Context: an optimization exercise on an open-source flow, tuned for small area and few clock cycles per item. The choices shown serve that exercise and are no tape-out recipe.
Function was checked by simulation only, so behaviour that the tests miss may differ from the original.

==> run E: inputs <==
==> flow/design.v (excerpt) <==
module fp_mult_pipe #(
   parameter int EXP_W = 8,
   parameter int MAN_W = 23
) (
   input  logic                 clk,
   input  logic                 rst_n,
   input  logic                 in_valid,
   output logic                 in_ready,
   input  logic [EXP_W+MAN_W:0] x,
   input  logic [EXP_W+MAN_W:0] y,
   output logic                 out_valid,
   input  logic                 out_ready,
   output logic [EXP_W+MAN_W:0] result
   ,
   output logic [3:0]           flags
);
clock: 7.5 ns
lec_check: 0
cap_margin: 20
core_margin: 2
core_utilization: 40
cts_buf_list: sky130_fd_sc_hd__clkbuf_8
gpl_timing_driven: 1
slew_margin: 20
standard.sh (not shown) runs the stock make flow with config.mk's settings and CLKGATE_MAP_FILE= SYNTH_SCRIPT=/design/flow/synth_recipe.tcl, a recipe that flattens the netlist after the stock synthesis.
==> flow/flow/run.sh <==
#!/bin/bash
# Layout flow: the standard ORFS flow, with Yosys's generic `abc -fast` pass
# skipped in synthesis (synth -noabc), so that the full adders written in the RTL
# reach extract_fa as written and keep one polarity through the adder tree, and
# with every port buffered by a buf_2 instead of the default clkdlybuf4s50_1.
set -euo pipefail
cd "$(dirname "$0")/.."
export BUFFER_PORTS_ARGS="-buffer_cell sky130_fd_sc_hd__buf_2"
bash standard.sh synth SYNTH_ARGS=-noabc > synth.log 2>&1
bash standard.sh finish SYNTH_ARGS=-noabc > layout.log 2>&1
==> inputs of run X, as changes to run E <==
--- a/flow/design.v
+++ b/flow/design.v
@@ -1327,28 +1327,19 @@
    always_comb begin
       ones[0] = 1'b1;
       for (int i = 1; i < SW; i++)
          ones[i] = ones[i-1] & man_n[i-1];
    end
    assign frac = man_n[MAN_W-1:0] ^ ({MAN_W{rnd}} & ones[MAN_W-1:0]);
    assign cry  = rnd & ones[SW-1] & man_n[SW-1];
-   logic [1:0] inc;
-   logic [2:0] ovf_k, unf_k;
-   logic [EXP_W-1:0] eo_k [3];
-   assign inc = {1'b0, msb} + {1'b0, cry};
-   always_comb begin
-      for (int k = 0; k < 3; k++) begin
-         ovf_k[k] = ({1'b0, e_q} + XW'(k)) >= EMAX + BIAS;
-         unf_k[k] = ({1'b0, e_q} + XW'(k)) <= BIAS;
-         eo_k[k]  = e_q[EXP_W-1:0] + EXP_W'(k) - BIAS[EXP_W-1:0];
-      end
-   end
-   assign ovf = ovf_k[inc];
-   assign unf = unf_k[inc];
-   assign e_o = eo_k[inc];
+   logic [XW-1:0] e_s;
+   assign e_s = {1'b0, e_q} + XW'(msb) + XW'(cry);
+   assign e_o = e_s[EXP_W-1:0] - BIAS[EXP_W-1:0];
+   assign ovf = (e_s >= EMAX + BIAS);
+   assign unf = (e_s <= BIAS);
    logic [W-1:0] r_d;
    logic [3:0]   f_d;
    always_comb begin
       r_d = {s_q, e_o, frac};
       f_d = {3'b000, inx};
       case (sc_q)
          2'b11: begin
--- a/flow/config.mk
+++ b/flow/config.mk
@@ -5,9 +5,9 @@
 export SDC_FILE = /design/flow/constraint.sdc
 export NUM_CORES = 4
 export LEC_CHECK = 0
 export CAP_MARGIN = 20
 export CORE_MARGIN = 2
 export CORE_UTILIZATION = 40
 export CTS_BUF_LIST = sky130_fd_sc_hd__clkbuf_8
-export GPL_TIMING_DRIVEN = 1
+export GPL_TIMING_DRIVEN = 0
 export SLEW_MARGIN = 20
==> inputs of run A, as changes to run E <==
==> flow/config.mk (replaced) <==
export PLATFORM = sky130hd
export DESIGN_NAME = fp_mult_pipe
export DESIGN_NICKNAME = fp_mult_pipe
export VERILOG_FILES = /design/flow/design.v
export SDC_FILE = /design/flow/constraint.sdc
export NUM_CORES = 4
export LEC_CHECK = 0
export CAP_MARGIN = 20
export CORE_MARGIN = 2
export CORE_UTILIZATION = 60
export CTS_BUF_LIST = sky130_fd_sc_hd__clkbuf_8
export GPL_TIMING_DRIVEN = 0
export PLACE_DENSITY = 0.75
export SLEW_MARGIN = 20
==> inputs of run C, as changes to run E <==
--- a/flow/design.v
+++ b/flow/design.v
@@ -35,15 +35,14 @@
    assign {sy, ey, my} = y;
    assign zx   = (ex == '0);
    assign zy   = (ey == '0);
    assign infx = (ex == EONES) & (mx == '0);
    assign infy = (ey == EONES) & (my == '0);
    assign nanx = (ex == EONES) & (mx != '0);
    assign nany = (ey == EONES) & (my != '0);
-   logic [PW-1:0] p;
    wire bo0 = my[0] ^ 1'b0;
    wire bt0 = (my[1] & ~my[0] & ~1'b0) | (~my[1] & my[0] & 1'b0);
    wire bn0 = my[1] & ~(my[0] & 1'b0);
    wire xa1 = mx[0] ^ bn0;
    wire xa2 = mx[1] ^ bn0;
    wire xa3 = mx[2] ^ bn0;
    wire xa4 = mx[3] ^ bn0;
@@ -1254,18 +1253,21 @@
    wire c1176 = (c1002 & s1085) | ((c1002 ^ s1085) & c1084);
    wire s1177 = 1'b1 ^ s1087 ^ c1086;
    wire c1178 = (1'b1 & s1087) | ((1'b1 ^ s1087) & c1086);
    wire s1179 = pp588 ^ 1'b1 ^ c1088;
    wire c1180 = (pp588 & 1'b1) | ((pp588 ^ 1'b1) & c1088);
    wire [47:0] pa = {s1179, s1177, s1175, s1173, s1171, s1169, s1167, s1165, s1163, s1161, s1159, s1157, s1155, s1153, s1151, s1149, s1147, s1145, s1143, s1141, s1139, s1137, s1135, s1133, s1131, s1129, s1127, s1125, s1123, s1121, s1119, s1117, s1115, s1113, s1111, s1109, s1107, s1105, s1103, s1101, s1099, s1097, s1095, s1093, s1091, bn1, pp25, pp24};
    wire [47:0] pb = {c1178, c1176, c1174, c1172, c1170, c1168, c1166, c1164, c1162, c1160, c1158, c1156, c1154, c1152, c1150, c1148, c1146, c1144, c1142, c1140, c1138, c1136, c1134, c1132, c1130, c1128, c1126, c1124, c1122, c1120, c1118, c1116, c1114, c1112, c1110, c1108, c1106, c1104, c1102, c1100, c1098, c1096, c1094, c1092, c1090, s1089, 1'b0, bn0};
-   assign p = pa + pb;
    localparam int LO = MAN_W - 1;
+   logic [LO:0]   lo_sum;
+   logic          c_lo;
    logic [LO-1:0] orx, ory;
    logic          st_d;
+   assign lo_sum = {1'b0, pa[LO-1:0]} + {1'b0, pb[LO-1:0]};
+   assign c_lo   = lo_sum[LO];
    always_comb begin
       orx[0] = mx[0];
       ory[0] = my[0];
       for (int i = 1; i < LO; i++) begin
          orx[i] = orx[i-1] | mx[i];
          ory[i] = ory[i-1] | my[i];
       end
@@ -1289,45 +1291,50 @@
          sc_d  = 2'b01;
       end else begin
          sc_d  = 2'b00;
       end
    end
    logic          s_q;
    logic [EXP_W:0] e_q;    
-   logic [SW+1:0] ph_q;    
+   logic [PW-1:LO] ha_q, hb_q;   
+   logic          c_q;           
    logic          st_q;    
    logic [1:0]    sc_q;
    logic          inv_q;
    always_ff @(posedge clk or negedge rst_n) begin
       if (!rst_n)
          v_q <= 1'b0;
       else if (load)
          v_q <= in_valid;
    end
    always_ff @(posedge clk) begin
       if (load) begin
          s_q   <= sx ^ sy;
          e_q   <= {1'b0, ex} + {1'b0, ey};
-         ph_q  <= p[PW-1:MAN_W-1];
+         ha_q  <= pa[PW-1:LO];
+         hb_q  <= pb[PW-1:LO];
+         c_q   <= c_lo;
          st_q  <= st_d;
          sc_q  <= sc_d;
          inv_q <= inv_d;
       end
    end
+   logic [SW+1:0]    ph;      
    logic             msb, rnd1, rnd0, rnd, cry, ovf, unf, inx;
    logic [SW-1:0]    man_n;
    logic [SW-1:0]    ones;    
    logic [MAN_W-1:0] frac;
    logic [EXP_W-1:0] e_o;
-   assign msb   = ph_q[SW+1];
-   assign man_n = msb ? ph_q[SW+1:2] : ph_q[SW:1];
-   assign rnd1  = ph_q[1] & (ph_q[0] | st_q | ph_q[2]);
-   assign rnd0  = ph_q[0] & (st_q | ph_q[1]);
+   assign ph    = ha_q + hb_q + (SW+2)'(c_q);
+   assign msb   = ph[SW+1];
+   assign man_n = msb ? ph[SW+1:2] : ph[SW:1];
+   assign rnd1  = ph[1] & (ph[0] | st_q | ph[2]);
+   assign rnd0  = ph[0] & (st_q | ph[1]);
    assign rnd   = msb ? rnd1 : rnd0;
-   assign inx   = ph_q[0] | st_q | (msb & ph_q[1]);
+   assign inx   = ph[0] | st_q | (msb & ph[1]);
    always_comb begin
       ones[0] = 1'b1;
       for (int i = 1; i < SW; i++)
          ones[i] = ones[i-1] & man_n[i-1];
    end
    assign frac = man_n[MAN_W-1:0] ^ ({MAN_W{rnd}} & ones[MAN_W-1:0]);
    assign cry  = rnd & ones[SW-1] & man_n[SW-1];
==> flow/config.mk (replaced) <==
export PLATFORM = sky130hd
export DESIGN_NAME = fp_mult_pipe
export DESIGN_NICKNAME = fp_mult_pipe
export VERILOG_FILES = /design/flow/design.v
export SDC_FILE = /design/flow/constraint.sdc
export NUM_CORES = 4
export LEC_CHECK = 0
export CAP_MARGIN = 0
export CORE_MARGIN = 2
export CORE_UTILIZATION = 55
export GPL_TIMING_DRIVEN = 0
export SLEW_MARGIN = 0
==> summary of the runs <==
Run C completed without violations. Run A finished but failed the layout checks on negative setup slack. Run X passed the timing, design-rule and antenna checks. Run E completed with no timing, DRC or antenna violations.
Register-to-register slack, highest first: run X, run E, run A, run C.
Design area, highest first: run X, run E, run C, run A.
Flip-flop and latch count is the same in run X and run E.
Of run C and run A, run A has the higher first-iteration DRC count (gap 35%, measured against run A).
Of run E and run A, run E has the higher routed wire length (gap 0.82%, measured against run A).
Count of clock-buffer cells in the layout: run C is higher than run E (4).
==> figures <==
Number of clock sinks seen by CTS: run X 41; run C 68; run A 41; run E 41
Slew @ Worst Pin: run X 1.21 ns; run C 1.15 ns; run A 1.07 ns; run E 0.708 ns
Yosys top cell area share: run X 31.3%; run C 28.5%; run A 30.0%; run E 30.0%
Critical Path AT: run X 7.45 ns; run C 7.34 ns; run A 7.57 ns; run E 7.30 ns
Port-buffer cells: run X 103; run C 100; run A 102; run E 105
DR vias/cell: run X 6.01; run C 6.35; run A 6.66; run E 5.95
Drt total wl: run X 59.6 mm; run C 61.2 mm; run A 59.6 mm; run E 60.1 mm
Placeable Area: run X 0.0408 mm^2; run C 0.0325 mm^2; run A 0.0280 mm^2; run E 0.0421 mm^2
Final core area utilization: run X 50.4%; run C 61.1%; run A 68.2%; run E 47.3%
Delay contributed by the slowest stage of the critical path: run X 0.59 ns; run C 0.78 ns; run A 0.65 ns; run E 0.59 ns
Count of yosys warnings during synthesis: run X 1; run C 2; run A 2; run E 2
Netlist Area Pre-Place: run X 0.0165 mm^2; run C 0.0182 mm^2; run A 0.0172 mm^2; run E 0.0172 mm^2
Period utilization: run X 98.6%; run C 97.6%; run A 100%; run E 96.7%
Global placer's final weighted congestion: run X 1.00; run C 1.00; run A 1.04; run E 0.977
Status: run X finished clean; run C finished clean; run A complete, but fails checks; run E finished clean
Reasons for failing layout checks: run X -; run C -; run A negative setup slack; run E -
Met2 routed WL: run X 28.6 mm; run C 29.1 mm; run A 27.1 mm; run E 26.5 mm
Testbench counts of run E, summed over its fixed seeds: cycles 16,008, items 16,000.
Testbench counts of run X, summed over its fixed seeds: cycles 16,008, items 16,000.
Testbench counts of run A, summed over its fixed seeds: cycles 16,008, items 16,000.
Testbench counts of run C, summed over its fixed seeds: cycles 16,008, items 16,000.

re-timing with driven ports:
The flow's constraints put no driver on any port. The routed layouts listed below were extracted and timed again, unchanged, in two steps. Step 1 assumes that a clkbuf_16 drives the clock port and a buf_2 every other input. Step 2 also shifts input and output timing later by t, the mid clock arrival at the registers, as if the neighbouring blocks saw the same clock. Slacks: ideal / step 1 / step 2; pairs: ideal / step 1.
| run | shift t [ns] | setup slack, ns | worst setup path after step 2 | latest minus earliest clock arrival (ns) | slew at the worst register clock pin (ns) |
|---|---|---|---|---|---|
| run E | 0.327 | 0.247 / 0.258 / -0.068 | input to register | 0.009 / 0.009 | 0.08 / 0.08 |
| run X | 0.333 | 0.104 / 0.103 / -0.230 | input to register | 0.020 / 0.020 | 0.09 / 0.09 |
| run A | 0.325 | -0.029 / -0.014 / -0.339 | input to register | 0.008 / 0.008 | 0.07 / 0.07 |
| run C | 0.381 | 0.180 / 0.196 / -0.185 | input to register | 0.013 / 0.014 | 0.06 / 0.06 |
Met with ideal ports but missed after step 2: setup timing in run E, run X and run C. The setup slack of run C, which loses most, moves by +0.016 ns with the drivers and by -0.365 ns with both steps.
